Background: an optimization exercise with open tools, aiming at small area. Do not read the settings as production practice.
Only simulation tests tie the RTL to the original design; equivalence was not proved.

==> inputs of build 17 <==
==> flow/design.v (excerpt) <==
module reg_file_2r1w #(
  parameter int DATA_WIDTH = 32,
  parameter int ADDR_WIDTH = 5,
  parameter int ZERO_REG   = 1
) (
  input  logic                  CLK,
  input  logic                  RST,
  input  logic                  READ,
  input  logic                  WRITE,
  input  logic [ADDR_WIDTH-1:0] ADDR_R1,
  input  logic [ADDR_WIDTH-1:0] ADDR_R2,
  input  logic [ADDR_WIDTH-1:0] ADDR_W,
  input  logic [DATA_WIDTH-1:0] DATA_W,
  output logic [DATA_WIDTH-1:0] DATA_R1,
  output logic [DATA_WIDTH-1:0] DATA_R2,
  output logic                  RD_VALID
);
==> flow/config.mk <==
export PLATFORM = sky130hd
export DESIGN_NAME = reg_file_2r1w
export DESIGN_NICKNAME = reg_file_2r1w
export VERILOG_FILES = /design/flow/design.v
export SDC_FILE = /design/flow/constraint.sdc
export NUM_CORES = 4
export LEC_CHECK = 0
export CAP_MARGIN = 10
export CORE_MARGIN = 2
export CORE_UTILIZATION = 45
export SLEW_MARGIN = 10
export SYNTH_HIERARCHICAL = 1
export SYNTH_MINIMUM_KEEP_SIZE = 0
==> flow/constraint.sdc <==
create_clock -name core_clock -period 5.0 [get_ports {CLK}]
set_input_delay 1.0000 -clock core_clock [delete_from_list [all_inputs] [get_ports {CLK}]]
set_output_delay 1.0000 -clock core_clock [all_outputs]
set_load 0.01 [all_outputs]
standard.sh (not shown) runs the stock make flow with config.mk's settings and CLKGATE_MAP_FILE= SYNTH_SCRIPT=/design/flow/synth_recipe.tcl, a recipe that flattens the netlist after the stock synthesis.
==> flow/flow/run.sh <==
#!/bin/bash
# Layout flow: the standard ORFS flow (standard.sh) with
#  - a leaner clock tree: clkbuf_8 only, sink clusters of at most 16 flops
#    within 60 um, no dummy balancing loads;
#  - the smallest buffer (buf_1) as the port buffer on every input and
#    output (the resizer may still upsize it).
# Every tool's log stays under orfs/logs; this script's own output goes to
# standard_run.log.
set -o pipefail
export CTS_ARGS="-sink_clustering_enable -repair_clock_nets -dont_use_dummy_load -buf_list {sky130_fd_sc_hd__clkbuf_8} -sink_clustering_size 16 -sink_clustering_max_diameter 60"
export BUFFER_PORTS_ARGS="-buffer_cell sky130_fd_sc_hd__buf_1"
bash standard.sh > standard_run.log 2>&1
==> build 23: changes against build 17 <==
==> flow/run.sh (new file) <==
#!/bin/bash
# synth_recipe.tcl (not shown) runs the flow's synth.tcl, then flattens the netlist and writes it again
# the make line also repeats each setting of config.mk as NAME=value (left out here)
make -C /OpenROAD-flow-scripts/flow DESIGN_CONFIG=/design/flow/config.mk WORK_HOME=/design/flow/orfs CLKGATE_MAP_FILE= SYNTH_SCRIPT=/design/flow/synth_recipe.tcl finish
==> flow/config.mk (replaced) <==
export PLATFORM = sky130hd
export DESIGN_NAME = reg_file_2r1w
export DESIGN_NICKNAME = reg_file_2r1w
export VERILOG_FILES = /design/flow/design.v
export SDC_FILE = /design/flow/constraint.sdc
export NUM_CORES = 4
export LEC_CHECK = 0
export CAP_MARGIN = 20
export CORE_MARGIN = 2
export CORE_UTILIZATION = 60
export CTS_BUF_LIST = sky130_fd_sc_hd__clkbuf_4 sky130_fd_sc_hd__clkbuf_8
export SLEW_MARGIN = 20
export SYNTH_HIERARCHICAL = 1
export SYNTH_MINIMUM_KEEP_SIZE = 0
removed: flow/flow/run.sh
removed: flow/standard.sh
==> results.py <==
metrics = {
    "critical_path": {
        "timing_endpoint_of_the_critical_path": "gen_rd_port[0].data_r_reg[19]$_DFF_P_",
    },
    "placed_design": {
        "hpwlAfterDp_mm": 104,
    },
    "finish": {
        "multi_input_area_share_pct": 40.1,
        "syn_to_final_growth_pct": 19.6,
    },
    "global_route": {
        "globalRouteMet2Util_pct": 70.6,
        "grtUsageMet3_pct": 22.8,
    },
    "outcome": {
        "status": "finished clean",
    },
}
The numbers above come from build 23.

==> results.py <==
metrics = {
    "outcome": {
        "status": "finished clean",
    },
    "global_route": {
        "globalRouteMet2Util_pct": 59.5,
        "global_route.overflow_total": 0,
        "grtUsageMet3_pct": 17.2,
    },
    "finish": {
        "multi_input_area_share_pct": 42.6,
        "syn_to_final_growth_pct": 12.4,
    },
    "placed_design": {
        "hpwlAfterDp_mm": 112,
    },
}
The numbers above come from build 17.

-- static timing again, ports no longer ideal --
The results above use ideal ports. As a check the final layouts listed here were re-extracted and re-timed, cells and wires unchanged.
Step 1 assumes that a clkbuf_16 drives the clock port and a buf_2 every other input.
Step 2 adds t to the input delays and takes it off the output delays; t is the mean of the earliest and latest rising clock arrival at the registers after step 1. Input paths then give back, and output paths get back, about the clock's delay inside the block.
Slacks: ideal / step 1 / step 2; pairs: ideal / step 1.
| run | t, ns | slack for setup (ns) | cell pins on the clock port's net |
|---|---|---|---|
| build 17 | 0.793 | 0.973 / 0.996 / 0.203 | 1 |
| build 23 | 0.882 | 0.760 / 0.797 / -0.085 | 1 |
With both steps, setup timing fails in build 23, where it was met with ideal ports. The setup slack of build 23, which loses most, moves by +0.037 ns with the drivers and by -0.845 ns with both steps.
